From an optimization exercise on the open Yosys and OpenROAD flow, aimed at small area, a short achievable clock period and few clock cycles per item; shortcuts taken in it are not production practice.
Function was checked by simulation only, so behaviour that the tests miss may differ from the original.
Power figures rest on the tool's default switching activity, not on a simulated workload.

==> design.v <==
package aqic_pkg;
  localparam logic [1:0] SCHEME_ATMO  = 2'd0;
  localparam logic [1:0] SCHEME_CAQI  = 2'd1;
  localparam logic [1:0] SCHEME_US    = 2'd2;
  localparam logic [1:0] SCHEME_RESET = SCHEME_US;
endpackage
module aqic_band (
  input  logic        pollutant,
  input  logic [15:0] conc,
  input  logic [1:0]  scheme,
  output logic [7:0]  sel
);
  logic [4:0] us0, us1, at, cq;
  always_comb begin
    us0 = 5'd0;
    if (conc > 16'd120) us0 = 5'd1;
    if (conc > 16'd354) us0 = 5'd2;
    if (conc > 16'd554) us0 = 5'd3;
    if (conc > 16'd1023) us0 = 5'd4;
    if (conc > 16'd1504) us0 = 5'd5;
    if (conc > 16'd1958) us0 = 5'd6;
    if (conc > 16'd2047) us0 = 5'd7;
    if (conc > 16'd2504) us0 = 5'd8;
    if (conc > 16'd2958) us0 = 5'd9;
    if (conc > 16'd3071) us0 = 5'd10;
    if (conc > 16'd3504) us0 = 5'd11;
    if (conc > 16'd4095) us0 = 5'd12;
    if (conc > 16'd5004) us0 = 5'd13;
    if (conc > 16'd5119) us0 = 5'd14;
    if (conc > 16'd6143) us0 = 5'd15;
    if (conc > 16'd7167) us0 = 5'd16;
    if (conc > 16'd8191) us0 = 5'd17;
    if (conc > 16'd9215) us0 = 5'd18;
    if (conc > 16'd10000) us0 = 5'd19;
  end
  always_comb begin
    us1 = 5'd0;
    if (conc > 16'd377) us1 = 5'd1;
    if (conc > 16'd540) us1 = 5'd2;
    if (conc > 16'd805) us1 = 5'd3;
    if (conc > 16'd1023) us1 = 5'd4;
    if (conc > 16'd1540) us1 = 5'd5;
    if (conc > 16'd1805) us1 = 5'd6;
    if (conc > 16'd2047) us1 = 5'd7;
    if (conc > 16'd2540) us1 = 5'd8;
    if (conc > 16'd2787) us1 = 5'd9;
    if (conc > 16'd3071) us1 = 5'd10;
    if (conc > 16'd3343) us1 = 5'd11;
    if (conc > 16'd3550) us1 = 5'd12;
    if (conc > 16'd4016) us1 = 5'd13;
    if (conc > 16'd4095) us1 = 5'd14;
    if (conc > 16'd4250) us1 = 5'd15;
    if (conc > 16'd5050) us1 = 5'd16;
    if (conc > 16'd5119) us1 = 5'd17;
    if (conc > 16'd5615) us1 = 5'd18;
    if (conc > 16'd6050) us1 = 5'd19;
  end
  always_comb begin
    at = 5'd1;
    if (pollutant) begin
      if (conc > 16'd60) at = 5'd2;
      if (conc > 16'd130) at = 5'd3;
      if (conc > 16'd200) at = 5'd4;
      if (conc > 16'd270) at = 5'd5;
      if (conc > 16'd340) at = 5'd6;
      if (conc > 16'd410) at = 5'd7;
      if (conc > 16'd490) at = 5'd8;
      if (conc > 16'd640) at = 5'd9;
      if (conc > 16'd790) at = 5'd10;
    end else begin
      if (conc > 16'd110) at = 5'd2;
      if (conc > 16'd240) at = 5'd3;
      if (conc > 16'd360) at = 5'd4;
      if (conc > 16'd410) at = 5'd5;
      if (conc > 16'd470) at = 5'd6;
      if (conc > 16'd530) at = 5'd7;
      if (conc > 16'd580) at = 5'd8;
      if (conc > 16'd640) at = 5'd9;
      if (conc > 16'd690) at = 5'd10;
    end
  end
  always_comb begin
    cq = 5'd1;
    if (pollutant) begin
      if (conc > 16'd250) cq = 5'd2;
      if (conc > 16'd500) cq = 5'd3;
      if (conc > 16'd900) cq = 5'd4;
      if (conc > 16'd1800) cq = 5'd5;
    end else begin
      if (conc > 16'd150) cq = 5'd2;
      if (conc > 16'd300) cq = 5'd3;
      if (conc > 16'd550) cq = 5'd4;
      if (conc > 16'd1100) cq = 5'd5;
    end
    if (conc == 16'd0) cq = 5'd0;
  end
  always_comb begin
    if (scheme == aqic_pkg::SCHEME_ATMO)      sel = {2'd0, pollutant, at};
    else if (scheme == aqic_pkg::SCHEME_CAQI) sel = {2'd1, pollutant, cq};
    else                                      sel = {2'd2, pollutant, pollutant ? us1 : us0};
  end
endmodule
module aqic_interp (
  input  logic [7:0]  sel,
  output logic [17:0] dig,
  output logic [22:0] a,
  output logic [2:0] category,
  output logic [0:0] dbl
);
  always_comb begin
    dig = '0;
    a = '0;
    category = 3'd6;
    dbl = '0;
    casez (sel)
      {2'd2, 1'b0, 5'd0}: begin dig = 18'h15b6e; a = 23'h755b55; category = 3'd1; dbl = 1'b1; end   
      {2'd2, 1'b0, 5'd1}: begin dig = 18'h15a2d; a = 23'h790ae5; category = 3'd2; dbl = 1'b0; end   
      {2'd2, 1'b0, 5'd2}: begin dig = 18'h10181; a = 23'h13330; category = 3'd3; dbl = 1'b0; end   
      {2'd2, 1'b0, 5'd3}: begin dig = 18'h2b95; a = 23'hcc349; category = 3'd4; dbl = 1'b0; end   
      {2'd2, 1'b0, 5'd4}: begin dig = 18'h2b95; a = 23'h135f31; category = 3'd4; dbl = 1'b0; end   
      {2'd2, 1'b0, 5'd5}: begin dig = 18'hd368; a = 23'ha8b6c; category = 3'd5; dbl = 1'b0; end   
      {2'd2, 1'b0, 5'd6}: begin dig = 18'hd34e; a = 23'ha8d11; category = 3'd5; dbl = 1'b0; end   
      {2'd2, 1'b0, 5'd7}: begin dig = 18'hd368; a = 23'h173b04; category = 3'd5; dbl = 1'b0; end   
      {2'd2, 1'b0, 5'd8}: begin dig = 18'hd368; a = 23'h17578c; category = 3'd6; dbl = 1'b0; end   
      {2'd2, 1'b0, 5'd9}: begin dig = 18'hd368; a = 23'h175754; category = 3'd6; dbl = 1'b0; end   
      {2'd2, 1'b0, 5'd10}: begin dig = 18'hd368; a = 23'h240714; category = 3'd6; dbl = 1'b0; end   
      {2'd2, 1'b0, 5'd11}: begin dig = 18'he0a9; a = 23'h266e04; category = 3'd6; dbl = 1'b0; end   
      {2'd2, 1'b0, 5'd12}: begin dig = 18'he0a9; a = 23'h2ee228; category = 3'd6; dbl = 1'b0; end   
      {2'd2, 1'b0, 5'd13}: begin dig = 18'hd368; a = 23'h2abe14; category = 3'd6; dbl = 1'b0; end   
      {2'd2, 1'b0, 5'd14}: begin dig = 18'hd34d; a = 23'h37868d; category = 3'd6; dbl = 1'b0; end   
      {2'd2, 1'b0, 5'd15}: begin dig = 18'hd34d; a = 23'h445023; category = 3'd6; dbl = 1'b0; end   
      {2'd2, 1'b0, 5'd16}: begin dig = 18'hd34d; a = 23'h5119b7; category = 3'd6; dbl = 1'b0; end   
      {2'd2, 1'b0, 5'd17}: begin dig = 18'hd34d; a = 23'h5de34d; category = 3'd6; dbl = 1'b0; end   
      {2'd2, 1'b0, 5'd18}: begin dig = 18'hd34d; a = 23'h6aad11; category = 3'd6; dbl = 1'b0; end   
      {2'd2, 1'b0, 5'd19}: begin dig = 18'h0; a = 23'h7d2000; category = 3'd6; dbl = 1'b0; end   
      {2'd2, 1'b1, 5'd0}: begin dig = 18'hd156; a = 23'h7779b9; category = 3'd1; dbl = 1'b0; end   
      {2'd2, 1'b1, 5'd1}: begin dig = 18'hd156; a = 23'h777a51; category = 3'd1; dbl = 1'b0; end   
      {2'd2, 1'b1, 5'd2}: begin dig = 18'h2c4e; a = 23'h106b9; category = 3'd2; dbl = 1'b0; end   
      {2'd2, 1'b1, 5'd3}: begin dig = 18'h2c4e; a = 23'h10681; category = 3'd2; dbl = 1'b0; end   
      {2'd2, 1'b1, 5'd4}: begin dig = 18'h2c4e; a = 23'h74e21; category = 3'd2; dbl = 1'b0; end   
      {2'd2, 1'b1, 5'd5}: begin dig = 18'h2c4e; a = 23'h76c69; category = 3'd3; dbl = 1'b0; end   
      {2'd2, 1'b1, 5'd6}: begin dig = 18'h2c4e; a = 23'h76c41; category = 3'd3; dbl = 1'b0; end   
      {2'd2, 1'b1, 5'd7}: begin dig = 18'h2c4e; a = 23'hdb3d1; category = 3'd3; dbl = 1'b0; end   
      {2'd2, 1'b1, 5'd8}: begin dig = 18'h2c46; a = 23'hdd9e1; category = 3'd4; dbl = 1'b0; end   
      {2'd2, 1'b1, 5'd9}: begin dig = 18'h2c46; a = 23'hdd981; category = 3'd4; dbl = 1'b0; end   
      {2'd2, 1'b1, 5'd10}: begin dig = 18'h2c46; a = 23'h141181; category = 3'd4; dbl = 1'b0; end   
      {2'd2, 1'b1, 5'd11}: begin dig = 18'h2c46; a = 23'h141121; category = 3'd4; dbl = 1'b0; end   
      {2'd2, 1'b1, 5'd12}: begin dig = 18'h9c70; a = 23'he8604; category = 3'd5; dbl = 1'b0; end   
      {2'd2, 1'b1, 5'd13}: begin dig = 18'h9c0d; a = 23'heb101; category = 3'd5; dbl = 1'b0; end   
      {2'd2, 1'b1, 5'd14}: begin dig = 18'h9c70; a = 23'h20a674; category = 3'd5; dbl = 1'b0; end   
      {2'd2, 1'b1, 5'd15}: begin dig = 18'h8155; a = 23'h22b1a1; category = 3'd6; dbl = 1'b0; end   
      {2'd2, 1'b1, 5'd16}: begin dig = 18'hd389; a = 23'h1de690; category = 3'd6; dbl = 1'b0; end   
      {2'd2, 1'b1, 5'd17}: begin dig = 18'hd368; a = 23'h2a5be4; category = 3'd6; dbl = 1'b0; end   
      {2'd2, 1'b1, 5'd18}: begin dig = 18'hd368; a = 23'h2a5b94; category = 3'd6; dbl = 1'b0; end   
      {2'd2, 1'b1, 5'd19}: begin dig = 18'h0; a = 23'h7d2000; category = 3'd6; dbl = 1'b0; end   
      {2'd0, 1'b?, 5'd1}: begin dig = 18'h0; a = 23'h2000; category = 3'd0; dbl = 1'b0; end   
      {2'd0, 1'b?, 5'd2}: begin dig = 18'h0; a = 23'h4000; category = 3'd0; dbl = 1'b0; end   
      {2'd0, 1'b?, 5'd3}: begin dig = 18'h0; a = 23'h6000; category = 3'd1; dbl = 1'b0; end   
      {2'd0, 1'b?, 5'd4}: begin dig = 18'h0; a = 23'h8000; category = 3'd1; dbl = 1'b0; end   
      {2'd0, 1'b?, 5'd5}: begin dig = 18'h0; a = 23'ha000; category = 3'd2; dbl = 1'b0; end   
      {2'd0, 1'b?, 5'd6}: begin dig = 18'h0; a = 23'hc000; category = 3'd3; dbl = 1'b0; end   
      {2'd0, 1'b?, 5'd7}: begin dig = 18'h0; a = 23'he000; category = 3'd3; dbl = 1'b0; end   
      {2'd0, 1'b?, 5'd8}: begin dig = 18'h0; a = 23'h10000; category = 3'd4; dbl = 1'b0; end   
      {2'd0, 1'b?, 5'd9}: begin dig = 18'h0; a = 23'h12000; category = 3'd4; dbl = 1'b0; end   
      {2'd0, 1'b?, 5'd10}: begin dig = 18'h0; a = 23'h14000; category = 3'd5; dbl = 1'b0; end   
      {2'd1, 1'b?, 5'd0}: begin dig = 18'h0; a = 23'h0; category = 3'd1; dbl = 1'b0; end   
      {2'd1, 1'b?, 5'd1}: begin dig = 18'h0; a = 23'h32000; category = 3'd1; dbl = 1'b0; end   
      {2'd1, 1'b?, 5'd2}: begin dig = 18'h0; a = 23'h64000; category = 3'd2; dbl = 1'b0; end   
      {2'd1, 1'b?, 5'd3}: begin dig = 18'h0; a = 23'h96000; category = 3'd3; dbl = 1'b0; end   
      {2'd1, 1'b?, 5'd4}: begin dig = 18'h0; a = 23'hc8000; category = 3'd4; dbl = 1'b0; end   
      {2'd1, 1'b?, 5'd5}: begin dig = 18'h0; a = 23'h12c000; category = 3'd5; dbl = 1'b0; end   
      default: ;
    endcase
  end
endmodule
module aqic_mul (
  input  logic [9:0] x,
  input  logic [17:0] dig,
  input  logic [22:0] a,
  output logic [9:0]  ra,
  output logic [9:0]  rb,
  output logic [4:0]  lg,
  output logic [4:0]  lp
);
  logic pp0_0;
  logic pp0_1;
  logic pp0_2;
  logic pp0_3;
  logic pp0_4;
  logic pp0_5;
  logic pp0_6;
  logic pp0_7;
  logic pp0_8;
  logic pp0_9;
  logic pp0_10;
  logic pp1_0;
  logic pp1_1;
  logic pp1_2;
  logic pp1_3;
  logic pp1_4;
  logic pp1_5;
  logic pp1_6;
  logic pp1_7;
  logic pp1_8;
  logic pp1_9;
  logic pp1_10;
  logic pp2_0;
  logic pp2_1;
  logic pp2_2;
  logic pp2_3;
  logic pp2_4;
  logic pp2_5;
  logic pp2_6;
  logic pp2_7;
  logic pp2_8;
  logic pp2_9;
  logic pp2_10;
  logic pp3_0;
  logic pp3_1;
  logic pp3_2;
  logic pp3_3;
  logic pp3_4;
  logic pp3_5;
  logic pp3_6;
  logic pp3_7;
  logic pp3_8;
  logic pp3_9;
  logic pp3_10;
  logic pp4_0;
  logic pp4_1;
  logic pp4_2;
  logic pp4_3;
  logic pp4_4;
  logic pp4_5;
  logic pp4_6;
  logic pp4_7;
  logic pp4_8;
  logic pp4_9;
  logic pp4_10;
  logic pp5_0;
  logic pp5_1;
  logic pp5_2;
  logic pp5_3;
  logic pp5_4;
  logic pp5_5;
  logic pp5_6;
  logic pp5_7;
  logic pp5_8;
  logic pp5_9;
  logic pp5_10;
  logic hs1;
  logic hc2;
  logic hs3;
  logic hc4;
  logic hs5;
  logic hc6;
  logic hs7;
  logic hc8;
  logic fs9;
  logic fc10;
  logic fs11;
  logic fc12;
  logic hs13;
  logic hc14;
  logic fs15;
  logic fc16;
  logic fs17;
  logic fc18;
  logic fs19;
  logic fc20;
  logic fs21;
  logic fc22;
  logic fs23;
  logic fc24;
  logic fs25;
  logic fc26;
  logic fs27;
  logic fc28;
  logic fs29;
  logic fc30;
  logic fs31;
  logic fc32;
  logic fs33;
  logic fc34;
  logic fs35;
  logic fc36;
  logic hs37;
  logic hc38;
  logic fs39;
  logic fc40;
  logic hs41;
  logic hc42;
  logic hs43;
  logic hc44;
  logic fs45;
  logic fc46;
  logic fs47;
  logic fc48;
  logic fs49;
  logic fc50;
  logic fs51;
  logic fc52;
  logic fs53;
  logic fc54;
  logic fs55;
  logic fc56;
  logic fs57;
  logic fc58;
  logic fs59;
  logic fc60;
  logic fs61;
  logic fc62;
  logic fs63;
  logic fc64;
  logic fs65;
  logic fc66;
  logic fs67;
  logic fc68;
  logic fs69;
  logic fc70;
  logic hs71;
  logic hc72;
  logic hs73;
  logic hc74;
  logic fs75;
  logic fc76;
  logic fs77;
  logic fc78;
  logic fs79;
  logic fc80;
  logic fs81;
  logic fc82;
  logic fs83;
  logic fc84;
  logic fs85;
  logic fc86;
  logic fs87;
  logic fc88;
  logic fs89;
  logic fc90;
  logic fs91;
  logic fc92;
  logic fs93;
  logic fc94;
  logic fs95;
  logic fc96;
  logic fs97;
  logic fc98;
  logic fs99;
  logic fc100;
  logic fs101;
  logic fc102;
  logic fs103;
  logic fc104;
  logic fs105;
  logic fc106;
  logic fs107;
  logic fc108;
  logic hs109;
  logic hc110;
  logic g0_0;
  logic p0_0;
  logic g0_1;
  logic p0_1;
  logic g0_2;
  logic p0_2;
  logic g0_3;
  logic p0_3;
  logic g0_4;
  logic p0_4;
  logic g0_5;
  logic p0_5;
  logic g0_6;
  logic p0_6;
  logic g0_7;
  logic p0_7;
  logic g0_8;
  logic p0_8;
  logic g0_9;
  logic p0_9;
  logic g0_10;
  logic p0_10;
  logic g0_11;
  logic p0_11;
  logic g0_12;
  logic p0_12;
  logic g0_13;
  logic p0_13;
  logic g0_14;
  logic p0_14;
  logic g0_15;
  logic p0_15;
  logic g0_16;
  logic p0_16;
  logic g0_17;
  logic p0_17;
  logic g0_18;
  logic p0_18;
  logic g0_19;
  logic p0_19;
  logic g0_20;
  logic p0_20;
  logic g0_21;
  logic p0_21;
  logic g0_22;
  logic p0_22;
  logic g1_1;
  logic p1_1;
  logic g1_2;
  logic p1_2;
  logic g1_3;
  logic p1_3;
  logic g1_4;
  logic p1_4;
  logic g1_5;
  logic p1_5;
  logic g1_6;
  logic p1_6;
  logic g1_7;
  logic p1_7;
  logic g1_8;
  logic p1_8;
  logic g1_9;
  logic p1_9;
  logic g1_10;
  logic p1_10;
  logic g1_11;
  logic p1_11;
  logic g1_12;
  logic p1_12;
  logic g1_13;
  logic p1_13;
  logic g1_14;
  logic p1_14;
  logic g1_15;
  logic p1_15;
  logic g1_16;
  logic p1_16;
  logic g1_17;
  logic p1_17;
  logic g1_18;
  logic p1_18;
  logic g1_19;
  logic p1_19;
  logic g1_20;
  logic p1_20;
  logic g1_21;
  logic p1_21;
  logic g1_22;
  logic p1_22;
  logic g2_2;
  logic p2_2;
  logic g2_3;
  logic p2_3;
  logic g2_4;
  logic p2_4;
  logic g2_5;
  logic p2_5;
  logic g2_6;
  logic p2_6;
  logic g2_7;
  logic p2_7;
  logic g2_8;
  logic p2_8;
  logic g2_9;
  logic p2_9;
  logic g2_10;
  logic p2_10;
  logic g2_11;
  logic p2_11;
  logic g2_12;
  logic p2_12;
  logic g2_13;
  logic p2_13;
  logic g2_14;
  logic p2_14;
  logic g2_15;
  logic p2_15;
  logic g2_16;
  logic p2_16;
  logic g2_17;
  logic p2_17;
  logic g2_18;
  logic p2_18;
  logic g2_19;
  logic p2_19;
  logic g2_20;
  logic p2_20;
  logic g2_21;
  logic p2_21;
  logic g2_22;
  logic p2_22;
  logic g3_4;
  logic p3_4;
  logic g3_5;
  logic p3_5;
  logic g3_6;
  logic p3_6;
  logic g3_7;
  logic p3_7;
  logic g3_8;
  logic p3_8;
  logic g3_9;
  logic p3_9;
  logic g3_10;
  logic p3_10;
  logic g3_11;
  logic p3_11;
  logic g3_12;
  logic p3_12;
  logic g3_13;
  logic p3_13;
  logic g3_14;
  logic p3_14;
  logic g3_15;
  logic p3_15;
  logic g3_16;
  logic p3_16;
  logic g3_17;
  logic p3_17;
  logic g3_18;
  logic p3_18;
  logic g3_19;
  logic p3_19;
  logic g3_20;
  logic p3_20;
  logic g3_21;
  logic p3_21;
  logic g3_22;
  logic p3_22;
  logic g4_8;
  logic p4_8;
  logic g4_9;
  logic p4_9;
  logic g4_10;
  logic p4_10;
  logic g4_11;
  logic p4_11;
  logic g4_12;
  logic p4_12;
  logic g4_13;
  logic p4_13;
  logic g4_14;
  logic p4_14;
  logic g4_15;
  logic p4_15;
  logic g4_16;
  logic p4_16;
  logic g4_17;
  logic p4_17;
  logic g4_18;
  logic p4_18;
  logic g4_19;
  logic p4_19;
  logic g4_20;
  logic p4_20;
  logic g4_21;
  logic p4_21;
  logic g4_22;
  logic p4_22;
  logic g5_16;
  logic p5_16;
  logic g5_17;
  logic p5_17;
  logic g5_18;
  logic p5_18;
  logic g5_19;
  logic p5_19;
  logic g5_20;
  logic p5_20;
  logic g5_21;
  logic p5_21;
  logic g5_22;
  logic p5_22;
  assign pp0_0 = ((dig[0] & x[0]) | (dig[1] & 1'b0)) ^ dig[2];
  assign pp0_1 = ((dig[0] & x[1]) | (dig[1] & x[0])) ^ dig[2];
  assign pp0_2 = ((dig[0] & x[2]) | (dig[1] & x[1])) ^ dig[2];
  assign pp0_3 = ((dig[0] & x[3]) | (dig[1] & x[2])) ^ dig[2];
  assign pp0_4 = ((dig[0] & x[4]) | (dig[1] & x[3])) ^ dig[2];
  assign pp0_5 = ((dig[0] & x[5]) | (dig[1] & x[4])) ^ dig[2];
  assign pp0_6 = ((dig[0] & x[6]) | (dig[1] & x[5])) ^ dig[2];
  assign pp0_7 = ((dig[0] & x[7]) | (dig[1] & x[6])) ^ dig[2];
  assign pp0_8 = ((dig[0] & x[8]) | (dig[1] & x[7])) ^ dig[2];
  assign pp0_9 = ((dig[0] & x[9]) | (dig[1] & x[8])) ^ dig[2];
  assign pp0_10 = ((dig[0] & 1'b0) | (dig[1] & x[9])) ^ dig[2];
  assign pp1_0 = ((dig[3] & x[0]) | (dig[4] & 1'b0)) ^ dig[5];
  assign pp1_1 = ((dig[3] & x[1]) | (dig[4] & x[0])) ^ dig[5];
  assign pp1_2 = ((dig[3] & x[2]) | (dig[4] & x[1])) ^ dig[5];
  assign pp1_3 = ((dig[3] & x[3]) | (dig[4] & x[2])) ^ dig[5];
  assign pp1_4 = ((dig[3] & x[4]) | (dig[4] & x[3])) ^ dig[5];
  assign pp1_5 = ((dig[3] & x[5]) | (dig[4] & x[4])) ^ dig[5];
  assign pp1_6 = ((dig[3] & x[6]) | (dig[4] & x[5])) ^ dig[5];
  assign pp1_7 = ((dig[3] & x[7]) | (dig[4] & x[6])) ^ dig[5];
  assign pp1_8 = ((dig[3] & x[8]) | (dig[4] & x[7])) ^ dig[5];
  assign pp1_9 = ((dig[3] & x[9]) | (dig[4] & x[8])) ^ dig[5];
  assign pp1_10 = ((dig[3] & 1'b0) | (dig[4] & x[9])) ^ dig[5];
  assign pp2_0 = ((dig[6] & x[0]) | (dig[7] & 1'b0)) ^ dig[8];
  assign pp2_1 = ((dig[6] & x[1]) | (dig[7] & x[0])) ^ dig[8];
  assign pp2_2 = ((dig[6] & x[2]) | (dig[7] & x[1])) ^ dig[8];
  assign pp2_3 = ((dig[6] & x[3]) | (dig[7] & x[2])) ^ dig[8];
  assign pp2_4 = ((dig[6] & x[4]) | (dig[7] & x[3])) ^ dig[8];
  assign pp2_5 = ((dig[6] & x[5]) | (dig[7] & x[4])) ^ dig[8];
  assign pp2_6 = ((dig[6] & x[6]) | (dig[7] & x[5])) ^ dig[8];
  assign pp2_7 = ((dig[6] & x[7]) | (dig[7] & x[6])) ^ dig[8];
  assign pp2_8 = ((dig[6] & x[8]) | (dig[7] & x[7])) ^ dig[8];
  assign pp2_9 = ((dig[6] & x[9]) | (dig[7] & x[8])) ^ dig[8];
  assign pp2_10 = ((dig[6] & 1'b0) | (dig[7] & x[9])) ^ dig[8];
  assign pp3_0 = ((dig[9] & x[0]) | (dig[10] & 1'b0)) ^ dig[11];
  assign pp3_1 = ((dig[9] & x[1]) | (dig[10] & x[0])) ^ dig[11];
  assign pp3_2 = ((dig[9] & x[2]) | (dig[10] & x[1])) ^ dig[11];
  assign pp3_3 = ((dig[9] & x[3]) | (dig[10] & x[2])) ^ dig[11];
  assign pp3_4 = ((dig[9] & x[4]) | (dig[10] & x[3])) ^ dig[11];
  assign pp3_5 = ((dig[9] & x[5]) | (dig[10] & x[4])) ^ dig[11];
  assign pp3_6 = ((dig[9] & x[6]) | (dig[10] & x[5])) ^ dig[11];
  assign pp3_7 = ((dig[9] & x[7]) | (dig[10] & x[6])) ^ dig[11];
  assign pp3_8 = ((dig[9] & x[8]) | (dig[10] & x[7])) ^ dig[11];
  assign pp3_9 = ((dig[9] & x[9]) | (dig[10] & x[8])) ^ dig[11];
  assign pp3_10 = ((dig[9] & 1'b0) | (dig[10] & x[9])) ^ dig[11];
  assign pp4_0 = ((dig[12] & x[0]) | (dig[13] & 1'b0)) ^ dig[14];
  assign pp4_1 = ((dig[12] & x[1]) | (dig[13] & x[0])) ^ dig[14];
  assign pp4_2 = ((dig[12] & x[2]) | (dig[13] & x[1])) ^ dig[14];
  assign pp4_3 = ((dig[12] & x[3]) | (dig[13] & x[2])) ^ dig[14];
  assign pp4_4 = ((dig[12] & x[4]) | (dig[13] & x[3])) ^ dig[14];
  assign pp4_5 = ((dig[12] & x[5]) | (dig[13] & x[4])) ^ dig[14];
  assign pp4_6 = ((dig[12] & x[6]) | (dig[13] & x[5])) ^ dig[14];
  assign pp4_7 = ((dig[12] & x[7]) | (dig[13] & x[6])) ^ dig[14];
  assign pp4_8 = ((dig[12] & x[8]) | (dig[13] & x[7])) ^ dig[14];
  assign pp4_9 = ((dig[12] & x[9]) | (dig[13] & x[8])) ^ dig[14];
  assign pp4_10 = ((dig[12] & 1'b0) | (dig[13] & x[9])) ^ dig[14];
  assign pp5_0 = ((dig[15] & x[0]) | (dig[16] & 1'b0)) ^ dig[17];
  assign pp5_1 = ((dig[15] & x[1]) | (dig[16] & x[0])) ^ dig[17];
  assign pp5_2 = ((dig[15] & x[2]) | (dig[16] & x[1])) ^ dig[17];
  assign pp5_3 = ((dig[15] & x[3]) | (dig[16] & x[2])) ^ dig[17];
  assign pp5_4 = ((dig[15] & x[4]) | (dig[16] & x[3])) ^ dig[17];
  assign pp5_5 = ((dig[15] & x[5]) | (dig[16] & x[4])) ^ dig[17];
  assign pp5_6 = ((dig[15] & x[6]) | (dig[16] & x[5])) ^ dig[17];
  assign pp5_7 = ((dig[15] & x[7]) | (dig[16] & x[6])) ^ dig[17];
  assign pp5_8 = ((dig[15] & x[8]) | (dig[16] & x[7])) ^ dig[17];
  assign pp5_9 = ((dig[15] & x[9]) | (dig[16] & x[8])) ^ dig[17];
  assign pp5_10 = ((dig[15] & 1'b0) | (dig[16] & x[9])) ^ dig[17];
  assign hs1 = pp0_10 ^ pp1_8;
  assign hc2 = pp0_10 & pp1_8;
  assign hs3 = pp1_9 ^ pp2_7;
  assign hc4 = pp1_9 & pp2_7;
  assign hs5 = pp1_10 ^ pp2_8;
  assign hc6 = pp1_10 & pp2_8;
  assign hs7 = pp0_6 ^ pp1_4;
  assign hc8 = pp0_6 & pp1_4;
  assign fs9 = pp0_7 ^ pp1_5 ^ pp2_3;
  assign fc10 = (pp0_7 & pp1_5) | (pp0_7 & pp2_3) | (pp1_5 & pp2_3);
  assign fs11 = pp0_8 ^ pp1_6 ^ pp2_4;
  assign fc12 = (pp0_8 & pp1_6) | (pp0_8 & pp2_4) | (pp1_6 & pp2_4);
  assign hs13 = pp3_2 ^ pp4_0;
  assign hc14 = pp3_2 & pp4_0;
  assign fs15 = pp0_9 ^ pp1_7 ^ pp2_5;
  assign fc16 = (pp0_9 & pp1_7) | (pp0_9 & pp2_5) | (pp1_7 & pp2_5);
  assign fs17 = pp3_3 ^ pp4_1 ^ a[9];
  assign fc18 = (pp3_3 & pp4_1) | (pp3_3 & a[9]) | (pp4_1 & a[9]);
  assign fs19 = hs1 ^ pp2_6 ^ pp3_4;
  assign fc20 = (hs1 & pp2_6) | (hs1 & pp3_4) | (pp2_6 & pp3_4);
  assign fs21 = pp4_2 ^ pp5_0 ^ a[10];
  assign fc22 = (pp4_2 & pp5_0) | (pp4_2 & a[10]) | (pp5_0 & a[10]);
  assign fs23 = hc2 ^ hs3 ^ pp3_5;
  assign fc24 = (hc2 & hs3) | (hc2 & pp3_5) | (hs3 & pp3_5);
  assign fs25 = pp4_3 ^ pp5_1 ^ a[11];
  assign fc26 = (pp4_3 & pp5_1) | (pp4_3 & a[11]) | (pp5_1 & a[11]);
  assign fs27 = hc4 ^ hs5 ^ pp3_6;
  assign fc28 = (hc4 & hs5) | (hc4 & pp3_6) | (hs5 & pp3_6);
  assign fs29 = pp4_4 ^ pp5_2 ^ a[12];
  assign fc30 = (pp4_4 & pp5_2) | (pp4_4 & a[12]) | (pp5_2 & a[12]);
  assign fs31 = hc6 ^ pp2_9 ^ pp3_7;
  assign fc32 = (hc6 & pp2_9) | (hc6 & pp3_7) | (pp2_9 & pp3_7);
  assign fs33 = pp4_5 ^ pp5_3 ^ a[13];
  assign fc34 = (pp4_5 & pp5_3) | (pp4_5 & a[13]) | (pp5_3 & a[13]);
  assign fs35 = pp2_10 ^ pp3_8 ^ pp4_6;
  assign fc36 = (pp2_10 & pp3_8) | (pp2_10 & pp4_6) | (pp3_8 & pp4_6);
  assign hs37 = pp5_4 ^ a[14];
  assign hc38 = pp5_4 & a[14];
  assign fs39 = pp3_9 ^ pp4_7 ^ pp5_5;
  assign fc40 = (pp3_9 & pp4_7) | (pp3_9 & pp5_5) | (pp4_7 & pp5_5);
  assign hs41 = pp3_10 ^ pp4_8;
  assign hc42 = pp3_10 & pp4_8;
  assign hs43 = pp0_4 ^ pp1_2;
  assign hc44 = pp0_4 & pp1_2;
  assign fs45 = pp0_5 ^ pp1_3 ^ pp2_1;
  assign fc46 = (pp0_5 & pp1_3) | (pp0_5 & pp2_1) | (pp1_3 & pp2_1);
  assign fs47 = hs7 ^ pp2_2 ^ pp3_0;
  assign fc48 = (hs7 & pp2_2) | (hs7 & pp3_0) | (pp2_2 & pp3_0);
  assign fs49 = hc8 ^ fs9 ^ pp3_1;
  assign fc50 = (hc8 & fs9) | (hc8 & pp3_1) | (fs9 & pp3_1);
  assign fs51 = fc10 ^ fs11 ^ hs13;
  assign fc52 = (fc10 & fs11) | (fc10 & hs13) | (fs11 & hs13);
  assign fs53 = fc12 ^ hc14 ^ fs15;
  assign fc54 = (fc12 & hc14) | (fc12 & fs15) | (hc14 & fs15);
  assign fs55 = fc16 ^ fc18 ^ fs19;
  assign fc56 = (fc16 & fc18) | (fc16 & fs19) | (fc18 & fs19);
  assign fs57 = fc20 ^ fc22 ^ fs23;
  assign fc58 = (fc20 & fc22) | (fc20 & fs23) | (fc22 & fs23);
  assign fs59 = fc24 ^ fc26 ^ fs27;
  assign fc60 = (fc24 & fc26) | (fc24 & fs27) | (fc26 & fs27);
  assign fs61 = fc28 ^ fc30 ^ fs31;
  assign fc62 = (fc28 & fc30) | (fc28 & fs31) | (fc30 & fs31);
  assign fs63 = fc32 ^ fc34 ^ fs35;
  assign fc64 = (fc32 & fc34) | (fc32 & fs35) | (fc34 & fs35);
  assign fs65 = fc36 ^ hc38 ^ fs39;
  assign fc66 = (fc36 & hc38) | (fc36 & fs39) | (hc38 & fs39);
  assign fs67 = fc40 ^ hs41 ^ pp5_6;
  assign fc68 = (fc40 & hs41) | (fc40 & pp5_6) | (hs41 & pp5_6);
  assign fs69 = hc42 ^ pp4_9 ^ pp5_7;
  assign fc70 = (hc42 & pp4_9) | (hc42 & pp5_7) | (pp4_9 & pp5_7);
  assign hs71 = pp4_10 ^ pp5_8;
  assign hc72 = pp4_10 & pp5_8;
  assign hs73 = pp0_2 ^ pp1_0;
  assign hc74 = pp0_2 & pp1_0;
  assign fs75 = pp0_3 ^ pp1_1 ^ a[3];
  assign fc76 = (pp0_3 & pp1_1) | (pp0_3 & a[3]) | (pp1_1 & a[3]);
  assign fs77 = hs43 ^ pp2_0 ^ a[4];
  assign fc78 = (hs43 & pp2_0) | (hs43 & a[4]) | (pp2_0 & a[4]);
  assign fs79 = hc44 ^ fs45 ^ a[5];
  assign fc80 = (hc44 & fs45) | (hc44 & a[5]) | (fs45 & a[5]);
  assign fs81 = fc46 ^ fs47 ^ a[6];
  assign fc82 = (fc46 & fs47) | (fc46 & a[6]) | (fs47 & a[6]);
  assign fs83 = fc48 ^ fs49 ^ a[7];
  assign fc84 = (fc48 & fs49) | (fc48 & a[7]) | (fs49 & a[7]);
  assign fs85 = fc50 ^ fs51 ^ a[8];
  assign fc86 = (fc50 & fs51) | (fc50 & a[8]) | (fs51 & a[8]);
  assign fs87 = fc52 ^ fs53 ^ fs17;
  assign fc88 = (fc52 & fs53) | (fc52 & fs17) | (fs53 & fs17);
  assign fs89 = fc54 ^ fs55 ^ fs21;
  assign fc90 = (fc54 & fs55) | (fc54 & fs21) | (fs55 & fs21);
  assign fs91 = fc56 ^ fs57 ^ fs25;
  assign fc92 = (fc56 & fs57) | (fc56 & fs25) | (fs57 & fs25);
  assign fs93 = fc58 ^ fs59 ^ fs29;
  assign fc94 = (fc58 & fs59) | (fc58 & fs29) | (fs59 & fs29);
  assign fs95 = fc60 ^ fs61 ^ fs33;
  assign fc96 = (fc60 & fs61) | (fc60 & fs33) | (fs61 & fs33);
  assign fs97 = fc62 ^ fs63 ^ hs37;
  assign fc98 = (fc62 & fs63) | (fc62 & hs37) | (fs63 & hs37);
  assign fs99 = fc64 ^ fs65 ^ a[15];
  assign fc100 = (fc64 & fs65) | (fc64 & a[15]) | (fs65 & a[15]);
  assign fs101 = fc66 ^ fs67 ^ a[16];
  assign fc102 = (fc66 & fs67) | (fc66 & a[16]) | (fs67 & a[16]);
  assign fs103 = fc68 ^ fs69 ^ a[17];
  assign fc104 = (fc68 & fs69) | (fc68 & a[17]) | (fs69 & a[17]);
  assign fs105 = fc70 ^ hs71 ^ a[18];
  assign fc106 = (fc70 & hs71) | (fc70 & a[18]) | (hs71 & a[18]);
  assign fs107 = hc72 ^ pp5_9 ^ a[19];
  assign fc108 = (hc72 & pp5_9) | (hc72 & a[19]) | (pp5_9 & a[19]);
  assign hs109 = pp5_10 ^ a[20];
  assign hc110 = pp5_10 & a[20];
  assign g0_0 = (pp0_0 & a[0]);
  assign p0_0 = (pp0_0 ^ a[0]);
  assign g0_1 = (pp0_1 & a[1]);
  assign p0_1 = (pp0_1 ^ a[1]);
  assign g0_2 = (hs73 & a[2]);
  assign p0_2 = (hs73 ^ a[2]);
  assign g0_3 = (hc74 & fs75);
  assign p0_3 = (hc74 ^ fs75);
  assign g0_4 = (fc76 & fs77);
  assign p0_4 = (fc76 ^ fs77);
  assign g0_5 = (fc78 & fs79);
  assign p0_5 = (fc78 ^ fs79);
  assign g0_6 = (fc80 & fs81);
  assign p0_6 = (fc80 ^ fs81);
  assign g0_7 = (fc82 & fs83);
  assign p0_7 = (fc82 ^ fs83);
  assign g0_8 = (fc84 & fs85);
  assign p0_8 = (fc84 ^ fs85);
  assign g0_9 = (fc86 & fs87);
  assign p0_9 = (fc86 ^ fs87);
  assign g0_10 = (fc88 & fs89);
  assign p0_10 = (fc88 ^ fs89);
  assign g0_11 = (fc90 & fs91);
  assign p0_11 = (fc90 ^ fs91);
  assign g0_12 = (fc92 & fs93);
  assign p0_12 = (fc92 ^ fs93);
  assign g0_13 = (fc94 & fs95);
  assign p0_13 = (fc94 ^ fs95);
  assign g0_14 = (fc96 & fs97);
  assign p0_14 = (fc96 ^ fs97);
  assign g0_15 = (fc98 & fs99);
  assign p0_15 = (fc98 ^ fs99);
  assign g0_16 = (fc100 & fs101);
  assign p0_16 = (fc100 ^ fs101);
  assign g0_17 = (fc102 & fs103);
  assign p0_17 = (fc102 ^ fs103);
  assign g0_18 = (fc104 & fs105);
  assign p0_18 = (fc104 ^ fs105);
  assign g0_19 = (fc106 & fs107);
  assign p0_19 = (fc106 ^ fs107);
  assign g0_20 = (fc108 & hs109);
  assign p0_20 = (fc108 ^ hs109);
  assign g0_21 = (hc110 & a[21]);
  assign p0_21 = (hc110 ^ a[21]);
  assign g0_22 = 1'b0;
  assign p0_22 = a[22];
  assign g1_1 = g0_1 | (p0_1 & g0_0);
  assign p1_1 = p0_1 & p0_0;
  assign g1_2 = g0_2 | (p0_2 & g0_1);
  assign p1_2 = p0_2 & p0_1;
  assign g1_3 = g0_3 | (p0_3 & g0_2);
  assign p1_3 = p0_3 & p0_2;
  assign g1_4 = g0_4 | (p0_4 & g0_3);
  assign p1_4 = p0_4 & p0_3;
  assign g1_5 = g0_5 | (p0_5 & g0_4);
  assign p1_5 = p0_5 & p0_4;
  assign g1_6 = g0_6 | (p0_6 & g0_5);
  assign p1_6 = p0_6 & p0_5;
  assign g1_7 = g0_7 | (p0_7 & g0_6);
  assign p1_7 = p0_7 & p0_6;
  assign g1_8 = g0_8 | (p0_8 & g0_7);
  assign p1_8 = p0_8 & p0_7;
  assign g1_9 = g0_9 | (p0_9 & g0_8);
  assign p1_9 = p0_9 & p0_8;
  assign g1_10 = g0_10 | (p0_10 & g0_9);
  assign p1_10 = p0_10 & p0_9;
  assign g1_11 = g0_11 | (p0_11 & g0_10);
  assign p1_11 = p0_11 & p0_10;
  assign g1_12 = g0_12 | (p0_12 & g0_11);
  assign p1_12 = p0_12 & p0_11;
  assign g1_13 = g0_13 | (p0_13 & g0_12);
  assign p1_13 = p0_13 & p0_12;
  assign g1_14 = g0_14 | (p0_14 & g0_13);
  assign p1_14 = p0_14 & p0_13;
  assign g1_15 = g0_15 | (p0_15 & g0_14);
  assign p1_15 = p0_15 & p0_14;
  assign g1_16 = g0_16 | (p0_16 & g0_15);
  assign p1_16 = p0_16 & p0_15;
  assign g1_17 = g0_17 | (p0_17 & g0_16);
  assign p1_17 = p0_17 & p0_16;
  assign g1_18 = g0_18 | (p0_18 & g0_17);
  assign p1_18 = p0_18 & p0_17;
  assign g1_19 = g0_19 | (p0_19 & g0_18);
  assign p1_19 = p0_19 & p0_18;
  assign g1_20 = g0_20 | (p0_20 & g0_19);
  assign p1_20 = p0_20 & p0_19;
  assign g1_21 = g0_21 | (p0_21 & g0_20);
  assign p1_21 = p0_21 & p0_20;
  assign g1_22 = g0_22 | (p0_22 & g0_21);
  assign p1_22 = p0_22 & p0_21;
  assign g2_2 = g1_2 | (p1_2 & g0_0);
  assign p2_2 = p1_2 & p0_0;
  assign g2_3 = g1_3 | (p1_3 & g1_1);
  assign p2_3 = p1_3 & p1_1;
  assign g2_4 = g1_4 | (p1_4 & g1_2);
  assign p2_4 = p1_4 & p1_2;
  assign g2_5 = g1_5 | (p1_5 & g1_3);
  assign p2_5 = p1_5 & p1_3;
  assign g2_6 = g1_6 | (p1_6 & g1_4);
  assign p2_6 = p1_6 & p1_4;
  assign g2_7 = g1_7 | (p1_7 & g1_5);
  assign p2_7 = p1_7 & p1_5;
  assign g2_8 = g1_8 | (p1_8 & g1_6);
  assign p2_8 = p1_8 & p1_6;
  assign g2_9 = g1_9 | (p1_9 & g1_7);
  assign p2_9 = p1_9 & p1_7;
  assign g2_10 = g1_10 | (p1_10 & g1_8);
  assign p2_10 = p1_10 & p1_8;
  assign g2_11 = g1_11 | (p1_11 & g1_9);
  assign p2_11 = p1_11 & p1_9;
  assign g2_12 = g1_12 | (p1_12 & g1_10);
  assign p2_12 = p1_12 & p1_10;
  assign g2_13 = g1_13 | (p1_13 & g1_11);
  assign p2_13 = p1_13 & p1_11;
  assign g2_14 = g1_14 | (p1_14 & g1_12);
  assign p2_14 = p1_14 & p1_12;
  assign g2_15 = g1_15 | (p1_15 & g1_13);
  assign p2_15 = p1_15 & p1_13;
  assign g2_16 = g1_16 | (p1_16 & g1_14);
  assign p2_16 = p1_16 & p1_14;
  assign g2_17 = g1_17 | (p1_17 & g1_15);
  assign p2_17 = p1_17 & p1_15;
  assign g2_18 = g1_18 | (p1_18 & g1_16);
  assign p2_18 = p1_18 & p1_16;
  assign g2_19 = g1_19 | (p1_19 & g1_17);
  assign p2_19 = p1_19 & p1_17;
  assign g2_20 = g1_20 | (p1_20 & g1_18);
  assign p2_20 = p1_20 & p1_18;
  assign g2_21 = g1_21 | (p1_21 & g1_19);
  assign p2_21 = p1_21 & p1_19;
  assign g2_22 = g1_22 | (p1_22 & g1_20);
  assign p2_22 = p1_22 & p1_20;
  assign g3_4 = g2_4 | (p2_4 & g0_0);
  assign p3_4 = p2_4 & p0_0;
  assign g3_5 = g2_5 | (p2_5 & g1_1);
  assign p3_5 = p2_5 & p1_1;
  assign g3_6 = g2_6 | (p2_6 & g2_2);
  assign p3_6 = p2_6 & p2_2;
  assign g3_7 = g2_7 | (p2_7 & g2_3);
  assign p3_7 = p2_7 & p2_3;
  assign g3_8 = g2_8 | (p2_8 & g2_4);
  assign p3_8 = p2_8 & p2_4;
  assign g3_9 = g2_9 | (p2_9 & g2_5);
  assign p3_9 = p2_9 & p2_5;
  assign g3_10 = g2_10 | (p2_10 & g2_6);
  assign p3_10 = p2_10 & p2_6;
  assign g3_11 = g2_11 | (p2_11 & g2_7);
  assign p3_11 = p2_11 & p2_7;
  assign g3_12 = g2_12 | (p2_12 & g2_8);
  assign p3_12 = p2_12 & p2_8;
  assign g3_13 = g2_13 | (p2_13 & g2_9);
  assign p3_13 = p2_13 & p2_9;
  assign g3_14 = g2_14 | (p2_14 & g2_10);
  assign p3_14 = p2_14 & p2_10;
  assign g3_15 = g2_15 | (p2_15 & g2_11);
  assign p3_15 = p2_15 & p2_11;
  assign g3_16 = g2_16 | (p2_16 & g2_12);
  assign p3_16 = p2_16 & p2_12;
  assign g3_17 = g2_17 | (p2_17 & g2_13);
  assign p3_17 = p2_17 & p2_13;
  assign g3_18 = g2_18 | (p2_18 & g2_14);
  assign p3_18 = p2_18 & p2_14;
  assign g3_19 = g2_19 | (p2_19 & g2_15);
  assign p3_19 = p2_19 & p2_15;
  assign g3_20 = g2_20 | (p2_20 & g2_16);
  assign p3_20 = p2_20 & p2_16;
  assign g3_21 = g2_21 | (p2_21 & g2_17);
  assign p3_21 = p2_21 & p2_17;
  assign g3_22 = g2_22 | (p2_22 & g2_18);
  assign p3_22 = p2_22 & p2_18;
  assign g4_8 = g3_8 | (p3_8 & g0_0);
  assign p4_8 = p3_8 & p0_0;
  assign g4_9 = g3_9 | (p3_9 & g1_1);
  assign p4_9 = p3_9 & p1_1;
  assign g4_10 = g3_10 | (p3_10 & g2_2);
  assign p4_10 = p3_10 & p2_2;
  assign g4_11 = g3_11 | (p3_11 & g2_3);
  assign p4_11 = p3_11 & p2_3;
  assign g4_12 = g3_12 | (p3_12 & g3_4);
  assign p4_12 = p3_12 & p3_4;
  assign g4_13 = g3_13 | (p3_13 & g3_5);
  assign p4_13 = p3_13 & p3_5;
  assign g4_14 = g3_14 | (p3_14 & g3_6);
  assign p4_14 = p3_14 & p3_6;
  assign g4_15 = g3_15 | (p3_15 & g3_7);
  assign p4_15 = p3_15 & p3_7;
  assign g4_16 = g3_16 | (p3_16 & g3_8);
  assign p4_16 = p3_16 & p3_8;
  assign g4_17 = g3_17 | (p3_17 & g3_9);
  assign p4_17 = p3_17 & p3_9;
  assign g4_18 = g3_18 | (p3_18 & g3_10);
  assign p4_18 = p3_18 & p3_10;
  assign g4_19 = g3_19 | (p3_19 & g3_11);
  assign p4_19 = p3_19 & p3_11;
  assign g4_20 = g3_20 | (p3_20 & g3_12);
  assign p4_20 = p3_20 & p3_12;
  assign g4_21 = g3_21 | (p3_21 & g3_13);
  assign p4_21 = p3_21 & p3_13;
  assign g4_22 = g3_22 | (p3_22 & g3_14);
  assign p4_22 = p3_22 & p3_14;
  assign g5_16 = g4_16 | (p4_16 & g0_0);
  assign p5_16 = p4_16 & p0_0;
  assign g5_17 = g4_17 | (p4_17 & g1_1);
  assign p5_17 = p4_17 & p1_1;
  assign g5_18 = g4_18 | (p4_18 & g2_2);
  assign p5_18 = p4_18 & p2_2;
  assign g5_19 = g4_19 | (p4_19 & g2_3);
  assign p5_19 = p4_19 & p2_3;
  assign g5_20 = g4_20 | (p4_20 & g3_4);
  assign p5_20 = p4_20 & p3_4;
  assign g5_21 = g4_21 | (p4_21 & g3_5);
  assign p5_21 = p4_21 & p3_5;
  assign g5_22 = g4_22 | (p4_22 & g3_6);
  assign p5_22 = p4_22 & p3_6;
  assign ra[0] = fc94;
  assign rb[0] = fs95;
  assign ra[1] = fc96;
  assign rb[1] = fs97;
  assign ra[2] = fc98;
  assign rb[2] = fs99;
  assign ra[3] = fc100;
  assign rb[3] = fs101;
  assign ra[4] = fc102;
  assign rb[4] = fs103;
  assign ra[5] = fc104;
  assign rb[5] = fs105;
  assign ra[6] = fc106;
  assign rb[6] = fs107;
  assign ra[7] = fc108;
  assign rb[7] = hs109;
  assign ra[8] = hc110;
  assign rb[8] = a[21];
  assign ra[9] = a[22];
  assign rb[9] = 1'b0;
  assign lg[0] = (g0_2 | (p0_2 & (g0_1 | (p0_1 & g0_0))));
  assign lp[0] = (p0_2 & (p0_1 & p0_0));
  assign lg[1] = (g0_5 | (p0_5 & (g0_4 | (p0_4 & g0_3))));
  assign lp[1] = (p0_5 & (p0_4 & p0_3));
  assign lg[2] = (g0_8 | (p0_8 & (g0_7 | (p0_7 & g0_6))));
  assign lp[2] = (p0_8 & (p0_7 & p0_6));
  assign lg[3] = (g0_11 | (p0_11 & (g0_10 | (p0_10 & g0_9))));
  assign lp[3] = (p0_11 & (p0_10 & p0_9));
  assign lg[4] = g0_12;
  assign lp[4] = p0_12;
endmodule
module aqic_cin (
  input  logic [4:0] lg,
  input  logic [4:0] lp,
  output logic       cin
);
  assign cin = (lg[4] | (lp[4] & (lg[3] | (lp[3] & (lg[2] | (lp[2] & (lg[1] | (lp[1] & lg[0]))))))));
endmodule
module air_quality_index_classifier (
  input  logic        clk,
  input  logic        rst_n,
  input  logic        in_valid,
  output logic        in_ready,
  input  logic        in_pollutant,
  input  logic [15:0] in_concentration_tenths,
  output logic        out_valid,
  input  logic        out_ready,
  output logic [9:0]  out_index_value,
  output logic [2:0]  out_category,
  input  logic        cfg_valid,
  output logic        cfg_ready,
  input  logic [1:0]  cfg_index_scheme
);
  logic        adv;
  logic [1:0]  scheme_r;
  logic        va_r, out_valid_r;
  logic [7:0]  sel_nxt, sel_r;
  logic [9:0] x_a_r;
  logic [17:0] dig_nxt;
  logic [22:0] a_nxt;
  logic [2:0]  cat_nxt;
  logic        dbl;
  logic [9:0] x_m;
  logic [9:0]  ra_nxt, rb_nxt, ra_r, rb_r;
  logic [4:0]  lg_nxt, lp_nxt, lg_r, lp_r;
  logic        cin;
  logic [2:0]  out_cat_r;
  assign adv       = !out_valid_r || out_ready;
  assign in_ready  = adv;
  assign cfg_ready = 1'b1;
  always_ff @(posedge clk) begin
    if (!rst_n) begin
      scheme_r    <= aqic_pkg::SCHEME_RESET;
      va_r        <= 1'b0;
      out_valid_r <= 1'b0;
    end else begin
      if (cfg_valid) scheme_r <= cfg_index_scheme;
      if (adv) begin
        va_r        <= in_valid;
        out_valid_r <= va_r;
      end
    end
  end
  aqic_band u_band (
    .pollutant (in_pollutant),
    .conc      (in_concentration_tenths),
    .scheme    (scheme_r),
    .sel       (sel_nxt)
  );
  aqic_interp u_interp (
    .sel      (sel_r),
    .dig      (dig_nxt),
    .a        (a_nxt),
    .category (cat_nxt),
    .dbl      (dbl)
  );
  assign x_m = dbl ? {x_a_r[8:0], 1'b0} : x_a_r;
  aqic_mul u_mul (
    .x   (x_m),
    .dig (dig_nxt),
    .a   (a_nxt),
    .ra  (ra_nxt),
    .rb  (rb_nxt),
    .lg  (lg_nxt),
    .lp  (lp_nxt)
  );
  aqic_cin u_cin (
    .lg  (lg_r),
    .lp  (lp_r),
    .cin (cin)
  );
  always_ff @(posedge clk) begin
    if (adv) begin
      sel_r     <= sel_nxt;
      x_a_r     <= in_concentration_tenths[9:0];
      ra_r      <= ra_nxt;
      rb_r      <= rb_nxt;
      lg_r      <= lg_nxt;
      lp_r      <= lp_nxt;
      out_cat_r <= cat_nxt;
    end
  end
  assign out_valid       = out_valid_r;
  assign out_index_value = ra_r + rb_r + 10'(cin);
  assign out_category    = out_cat_r;
endmodule
==> run.sh <==
#!/bin/bash
# synth_recipe.tcl (not shown) runs the flow's synth.tcl, then flattens the netlist and writes it again
# the make line also repeats each setting of config.mk as NAME=value (left out here)
make -C /OpenROAD-flow-scripts/flow DESIGN_CONFIG=/design/flow/config.mk WORK_HOME=/design/flow/orfs CLKGATE_MAP_FILE= SYNTH_SCRIPT=/design/flow/synth_recipe.tcl finish
==> config.mk <==
export PLATFORM = sky130hd
export DESIGN_NAME = air_quality_index_classifier
export DESIGN_NICKNAME = air_quality_index_classifier
export VERILOG_FILES = /design/flow/design.v
export SDC_FILE = /design/flow/constraint.sdc
export NUM_CORES = 4
export LEC_CHECK = 0
export ABC_AREA = 1
export CAP_MARGIN = 20
export CORE_MARGIN = 2
export CORE_UTILIZATION = 55
export SETUP_SLACK_MARGIN = 5
export SLEW_MARGIN = 20
export TNS_END_PERCENT = 0
==> constraint.sdc <==
create_clock -name core_clock -period 10.0 [get_ports {clk}]
set_input_delay 2.0000 -clock core_clock [delete_from_list [all_inputs] [get_ports {clk}]]
set_output_delay 2.0000 -clock core_clock [all_outputs]
set_load 0.01 [all_outputs]
==> impl_summary.txt, run 1 <==
----------------------------------------------------
[Outcome]
  Status ... timing/DRC/antenna clean

[Route]
  Via density per instance ... roughly 6.4
  Wire length on met2 ... roughly 14 mm
  Routed via count ... roughly 9500
  Length of routed wiring on met1 ... 11.40 mm
  First-pass detailed-route iteration total ... 10
  Detailed route wirelength on metal3 ... between 3 and 4 mm
  Residual DRC ... 0
  WL per Instance ... 20.65 um
  1st-iter DRT viols ... 1716
  Final wirelength ... 30.85 mm
  Highest routed metal layer ... met4
  Remaining antenna violation count ... 0

[Clocking]
  TritonCTS buffer count ... 5
  Root buffer cell ... clkbuf_16
  Post-CTS Hold Buffers ... 0
  H-tree depth ... 2
  Post-CTS clock slew at the launch and capture registers of the worst setup and hold paths ... 70 ps
  CTS tree ... yes
  Clock sinks ... 53
  Deepest clock path buffer count ... 2
  Insertion delay of the later-clocked pin in the worst-skew pair ... 310 ps

[Critical path]
  Setup CP Type ... in -> out
  Worst setup path startpoint ... out_ready
  R2R Path Start ... sel_r[6]
  Data arrival time of the critical path ... 3140 ps
  Nature of the critical path endpoint ... primary output
  CP startpoint kind ... input port
  Maximum net fanout on the critical path ... 2
  Critical path required time ... around 8000 ps

[Logic synthesis]
  Ys flop type ... edfxtp_1
  Proportion of register bits with asynchronous set or reset after synthesis ... 0
  Cell accounting for the most synthesized area ... edfxtp_1
  Mapped cell area ... 0.008501 mm^2
  EDFF count, synth ... 49
  Mean post-synth cell area ... 6.795 um^2
  Register bit total from synthesis ... 53
  Number of library cell types mapped by synthesis ... 64
  Synthesized netlist net count ... 1352
  Sequential area share after synthesis ... 0.1825
  Total number of yosys warnings ... 3
  Number of instances in the synthesized netlist ... 1251
  Leading post-synthesis cells by cell area ... edfxtp_1 (17%), fa_1 (11%), inv_1 (9.0%)
  Share of Yosys cell area claimed by the top area cell type ... 0.1731

[Layout]
  NumNets Final ... roughly 1400
  Area Growth Syn to Fin ... 11.80%
  ANT cells ... 0
  Layout fillers ... 1333
  Utilization after layout ... 0.6275
  Final non-filler cell area ... 0.009504 mm^2
  Highest-count cells in the layout ignoring fill and taps ... nand2_1 (199), inv_1 (197), nor2_1 (163)
  Most frequent standard cell in the layout excluding fill and tap cells ... nand2_1
  Number of non-filler instances in the completed layout ... 1494
  Reg area ... 0.001551 mm^2
  Multi-input logic area ... 0.006046 mm^2
  Share of layout cells above drive strength 1 ... 0.1187

[Global route]
  Total gr overflow ... 0
  Number of antenna violations at the first check in global routing ... 0
  Aggregate global-route resource usage ... 0.3721
  Wire length of the first global-routing pass ... 47.39 mm
  Pin count of the biggest net entering global routing ... 26
  Vias in the first global route ... 8853

[Power]
  Overall power after layout ... 1.908 mW
  Maximum vdd ir drop ... just under 0.2 mV
  Power density over cell area ... 200.7 mW/mm^2
  Pleak ... about 4.5 nW

[Timing]
  Worst Setup Slack, final ... 4862 ps
  Final hold violation count ... 0
  Maximum clock frequency ... 0.1946 GHz
  Clock Skews ... 8.996 ps
  Fin Setup TNS ... 0 ps
  Setup repair after global routing missed its margin ... true
  Hold WS ... roughly 450 ps
  Time the final worst path needs with I/O delays and setup ... ~5000 ps
  Total setup violations reported at the end of the flow ... 0
  Pin slew with the least headroom to its limit ... 1000 ps
  Tightest slew margin relative to the limit ... 0.3269
  Final Max Tran Viols ... 0
  Share of the clock period used by the worst path after layout ... 0.5138

[Floorplanning]
  Chip Height ... between 100 and 150 um
  Chip Width ... 128.3 um
  Placeable core area ... 0.01515 mm^2
  Placement row count ... 45
  I/O pin cnt ... 40
  Starting Density ... 0.5613
  Total die area ... 0.01647 mm^2

[Hold path]
  Worst min path class ... reg -> reg
  Hold Crit Start ... va_r

[Placement]
  Hpwl dp ... roughly 23 mm
  Placed Area ... 0.008961 mm^2
  Number of placed cells counting well taps ... 1451
  Placer Congestion ... 1.064
  Input/output buffers ... 38
  Placement-stage worst setup slack ... 3591 ps

[Flow run]
  Max-capacitance violation count ... 0

----------------------------------------------------
## state kept, by name, indices dropped and copies added (netlist names)
name / count
va_r: 1
lg_r: 5
out_valid_r: 1
lp_r: 4
rb_r: 9
scheme_r: 2
ra_r: 10
sel_r: 8
out_cat_r: 3
x_a_r: 10
## cells in the mapped netlist, types with 3 or more instances
master    number
ha_1          31
a31oi_1       16
a22oi_1        4
buf_2         13
nor2_4         3
o22ai_1       58
nor2_1       168
buf_6          5
o221ai_1       3
or2_2          4
a31o_2         3
xor2_1        44
dfxtp_1        4
nor3_1        37
buf_4          3
nor3_2        10
xnor2_1       15
a21oi_1       43
clkbuf_1       6
o21bai_1       3
inv_2         24
inv_1        203
nand3_1       51
nand2_2        4
nand3_2        3
nand2_1      203
o21ai_0       74
nand4_1       28
nor2_2        18
fa_1          46
o21ai_1        4
edfxtp_1      49
nor4_1        23
nor3_4         5
## repair_timing
action                                  CTS  global route
setup buffers                            11            22
cloned                                    2             0
endpoints found under the setup margin   13            15
gates resized for setup                  23            33
pin swaps                                10            15
## metal layers
layer | global-route usage | vias up
li1 | - | 4291
met3 | 0.08013 | 198
met1 | 0.4674 | 4250
met2 | 0.6064 | 795
met5 | 0.008824 | -
met4 | 0.1862 | 0
## critical path, cell delays in order
cell and delay, ps:
clkdlybuf4s50_1 500, nor2_4 50, clkinvlp_4 60, clkdlybuf4s50_1 520
## cell type report
class / count / share of cell area
Timing Repair Buffer: 72 / 0.06688
Tap cell: 188 / 0.02475
Clock inverter: 2 / 0.001448
Sequential cell: 53 / 0.1632
Inverter: 230 / 0.09268
Multi-Input combinational cell: 941 / 0.6361
Timing Repair inverter: 2 / 0.001316
Clock buffer: 6 / 0.01356
## final timing paths
| kind | endpoint | slack [ps] | cells after the start |
|---|---|---|---|
| worst max register to register | lg_r[3] | 4890 | 25 |
| worst min register to register | va_r | 450 | 2 |
| worst min-delay path | va_r | 450 | 2 |
| worst max-delay path | in_ready | 4860 | 4 |
## kinds of logic (layout without fill, tap and decap cells)
| kind of cell | Yosys count | in the layout | synth area share |
|---|---|---|---|
| multiplexers | 2 | 2 | 0.002355 |
| buffers and inverters | 257 | 312 | 0.1217 |
| adder cells (fa/ha/maj) | 77 | 77 | 0.1540 |
| other | 1 | 1 | 0.0004411 |
| AND/OR/NAND/NOR | 568 | 568 | 0.3145 |
| flip-flops | 53 | 53 | 0.1825 |
| AO/OA/AOI/OAI | 234 | 234 | 0.1637 |
| XOR/XNOR | 59 | 59 | 0.06079 |
## power breakdown
group | internal (mW) | switching, mW | total (mW) | leakage [nW]
combinational | 0.579 | 0.782 | 1.36 | 3.86
clock | 0.0936 | 0.0820 | 0.176 | 0.0712
sequential | 0.348 | 0.0237 | 0.372 | 0.568
Testbench counts, summed over its fixed seeds: cycles 8,072, items 8,000.
==> inputs of run 2 (changes only) <==
--- a/config.mk
+++ b/config.mk
@@ -9,5 +9,5 @@
 export CAP_MARGIN = 20
 export CORE_MARGIN = 2
-export CORE_UTILIZATION = 55
+export CORE_UTILIZATION = 40
 export SETUP_SLACK_MARGIN = 5
 export SLEW_MARGIN = 20
==> run 2 against run 1 <==
  * Core utilization down 17 points
  * Cell count up 6.0%
  * Sequential share of layout area down 0.27 points
==> impl_summary.txt, run 2 <==
----------------------------------------------------
[Outcome]
  Status ... timing/DRC/antenna clean

[Power]
  Power density over cell area ... 201.3 mW/mm^2 (+0.30%)
  Maximum vdd ir drop ... 0.1592 mV (-18%)
  Pleak ... 4.519 nW (+0.54%)

[Timing]
  Final hold violation count ... 0 (unchanged)
  Tightest slew margin relative to the limit ... 0.3704 (+0.04350)
  Total setup violations reported at the end of the flow ... 0 (unchanged)
  Final Max Tran Viols ... 0 (unchanged)
  Maximum clock frequency ... 0.1984 GHz (+1.9%)
  Hold WS ... 458.9 ps (+11.13 ps)
  Fin Setup TNS ... 0 ps (unchanged)
  Time the final worst path needs with I/O delays and setup ... 5041 ps (-97.20 ps)
  Clock Skews ... 8.813 ps (-0.1830 ps)
  Pin slew with the least headroom to its limit ... 935.8 ps (-64.65 ps)
  Share of the clock period used by the worst path after layout ... 0.5041 (-0.009720)
  Worst Setup Slack, final ... 4959 ps (+97.20 ps)
  Setup repair after global routing missed its margin ... true

[Logic synthesis]
  EDFF count, synth ... 49 (unchanged)
  Synth top cells by count ... inv_1 (203), nand2_1 (203), nor2_1 (168), o21ai_0 (74), o22ai_1 (58)
  Mean post-synth cell area ... 6.795 um^2 (unchanged)
  Synthesized netlist net count ... 1352 (unchanged)
  Sequential area share after synthesis ... 0.1825 (unchanged)
  Number of instances in the synthesized netlist ... 1251 (unchanged)
  Leading post-synthesis cells by cell area ... edfxtp_1 (17%), fa_1 (11%), inv_1 (9.0%)
  Mapped cell area ... 0.008501 mm^2 (unchanged)
  Number of library cell types mapped by synthesis ... 64 (unchanged)
  Cell accounting for the most synthesized area ... edfxtp_1
  Register bit total from synthesis ... 53 (unchanged)
  Ys flop type ... edfxtp_1
  Proportion of register bits with asynchronous set or reset after synthesis ... 0 (unchanged)
  Total number of yosys warnings ... 3 (unchanged)
  Share of Yosys cell area claimed by the top area cell type ... 0.1731 (unchanged)

[Route]
  WL per Instance ... 22.71 um (+10%)
  First-pass detailed-route iteration total ... 7 (-3)
  Remaining antenna violation count ... 0 (unchanged)
  Routed via count ... 9577 (+0.45%)
  Via density per instance ... 6.050 (-5.2%)
  Residual DRC ... 0 (unchanged)
  1st-iter DRT viols ... 1198 (-30%)
  Final wirelength ... 35.95 mm (+17%)

[Layout]
  ANT cells ... 0 (unchanged)
  Share of layout cells above drive strength 1 ... 0.1239 (+0.005170)
  Area Growth Syn to Fin ... 13.72%
  NumNets Final ... 1408 (+0.14%)
  Layout fillers ... 2212 (+66%)
  Most frequent standard cell in the layout excluding fill and tap cells ... inv_1
  Multi-input logic area ... 0.006055 mm^2 (+0.14%)
  Biggest regs ... ra_r: 10 flops, x_a_r: 10 flops, rb_r: 9 flops
  Reg area ... 0.001551 mm^2 (unchanged)
  Highest-count cells in the layout ignoring fill and taps ... inv_1 (198), nand2_1 (197), nor2_1 (157)

[Floorplanning]
  Chip Width ... 149.8 um (+17%)
  Starting Density ... 0.4057 (-0.1556)
  Chip Height ... 149.8 um (+17%)
  Total die area ... 0.02243 mm^2 (+36%)
  Placement row count ... 53 (+18%)
  I/O pin cnt ... 40 (unchanged)
  Placeable core area ... 0.02096 mm^2 (+38%)

[Global route]
  Global-route track usage on met1 ... 0.3717 (-0.09565)
  Vias in the first global route ... 9205 (+4.0%)
  Aggregate global-route resource usage ... 0.3211 (-0.05096)
  Total gr overflow ... 0 (unchanged)
  Global routing met2 resource utilization ... 0.5521 (-0.05432)
  Number of antenna violations at the first check in global routing ... 0 (unchanged)
  Wire length of the first global-routing pass ... 54.15 mm (+14%)
  Pin count of the biggest net entering global routing ... 50 (+92%)
  Fraction of met3 tracks used by global routing ... 0.04634 (-0.03379)
  Global routing's busiest layer ... met2

[Flow run]
  Max-capacitance violation count ... 0 (unchanged)

[Critical path]
  Maximum net fanout on the critical path ... 4 (+2)
  Critical path required time ... 8000 ps (about the same)
  Setup CP Type ... in -> out
  CP startpoint kind ... input port
  Nature of the critical path endpoint ... primary output
  Data arrival time of the critical path ... 3040 ps (-100 ps)

[Clocking]
  TritonCTS buffer count ... 5 (unchanged)
  Post-CTS clock slew at the launch and capture registers of the worst setup and hold paths ... 70 ps (about the same)
  CTS tree ... yes
  H-tree depth ... 2 (unchanged)
  Root buffer cell ... clkbuf_16
  Deepest clock path buffer count ... 2 (unchanged)
  Insertion delay of the later-clocked pin in the worst-skew pair ... 310 ps (about the same)
  Clock sinks ... 53 (unchanged)

[Hold path]
  Worst min path class ... reg -> reg

[Placement]
  Input/output buffers ... 38 (unchanged)
  Placer Congestion ... 1.034 (-2.9%)
  Placement-stage worst setup slack ... 4557 ps (+966.6 ps)
  Hpwl dp ... 28.47 mm (+22%)

----------------------------------------------------
## run 2: cell counts after synthesis
Identical to the previous run, type by type.
## run 2: critical path: stages
cell and delay, ps:
clkdlybuf4s50_1 440, nor2_4 180, clkinvlp_4 130, dlygate4sd2_1 290
## run 2: worst paths after layout
kind              from  endpoint  slack, ps  cells past startpoint
min               va_r      va_r        460                      2
max reg2reg   sel_r[1]   lg_r[3]       5020                     20
min reg2reg       va_r      va_r        460                      2
max          out_ready  in_ready       4960                      4
## run 2: stage by stage
stage / power, mW / instances / utilization / instance area [um^2]
after global placement: 1.679 / 1542 / 0.4343 / 9100
after CTS: 1.928 / 1563 / 0.4481 / 9390
final: 1.946 / 1583 / 0.4613 / 9667
after floorplan: 1.297 / 1251 / - / 8504
after global routing: 2.167 / 1583 / 0.4613 / 9667
after detailed placement: 1.694 / 1542 / 0.4343 / 9100
## run 2: layout make-up
cell class | instances | share of cell area
Tap cell | 275 | 0.03559
Multi-Input combinational cell | 941 | 0.6263
Sequential cell | 53 | 0.1605
Inverter | 230 | 0.09216
Clock buffer | 5 | 0.01294
Clock inverter | 3 | 0.002718
Timing Repair Buffer | 76 | 0.06976
## run 2: metal layers
metal / vias up / share of wire
li1: 4295 / -
met1: 4467 / 0.37
met2: 630 / 0.48
met3: 185 / 0.070
met4: 0 / 0.081
met5: - / 0
## run 2: timing repair
| action | CTS | global route |
|---|---|---|
| buffers inserted | 13 | 20 |
| setup endpoints to repair | 14 | 18 |
| pin swaps | 14 | 19 |
| hold buffers | 0 | 0 |
| gates resized for setup | 27 | 38 |
| gates cloned | 0 | 0 |
## run 2: cells by family after synthesis
kind of cell / after synthesis / synth area share
flops: 53 / 0.1825
compound gates: 234 / 0.1637
other cells: 1 / 0.0004411
xor+xnor: 59 / 0.06079
simple gates: 568 / 0.3145
buf+inv: 257 / 0.1217
fa+ha+maj: 77 / 0.1540
mux: 2 / 0.002355
## run 2: where the power goes
group          switching [mW]  leakage [nW]  total, mW  internal [mW]
sequential             0.0242         0.568      0.372          0.348
combinational           0.793          3.88       1.39          0.595
clock                  0.0907        0.0744      0.186         0.0950

-- afterwards: timing with drivers on the ports --
The flow's constraints put no driver on any port. The routed layouts listed below were extracted and timed again, unchanged, in two steps. Step 1, drivers: a clkbuf_16 drives clk and a buf_2 each remaining input, both assumed. Step 2, shift: input delay + t, output delay - t, t = (earliest + latest rising clock arrival at the registers) / 2. This alone moves slack from input paths to output paths. Slacks: ideal / step 1 / step 2; pairs: ideal / step 1.
| run | t (ns) | slack for setup (ns) | worst data-port slew with drivers (ns) |
|---|---|---|---|
| run 1 | 0.348 | 4.862 / 4.839 / 4.649 | 0.04 |
| run 2 | 0.349 | 4.959 / 4.935 / 4.633 | 0.05 |
After both steps setup and hold are still met in every run listed. For run 2, which loses most, drivers alone change the setup slack by -0.024 ns; drivers and shift together by -0.326 ns.
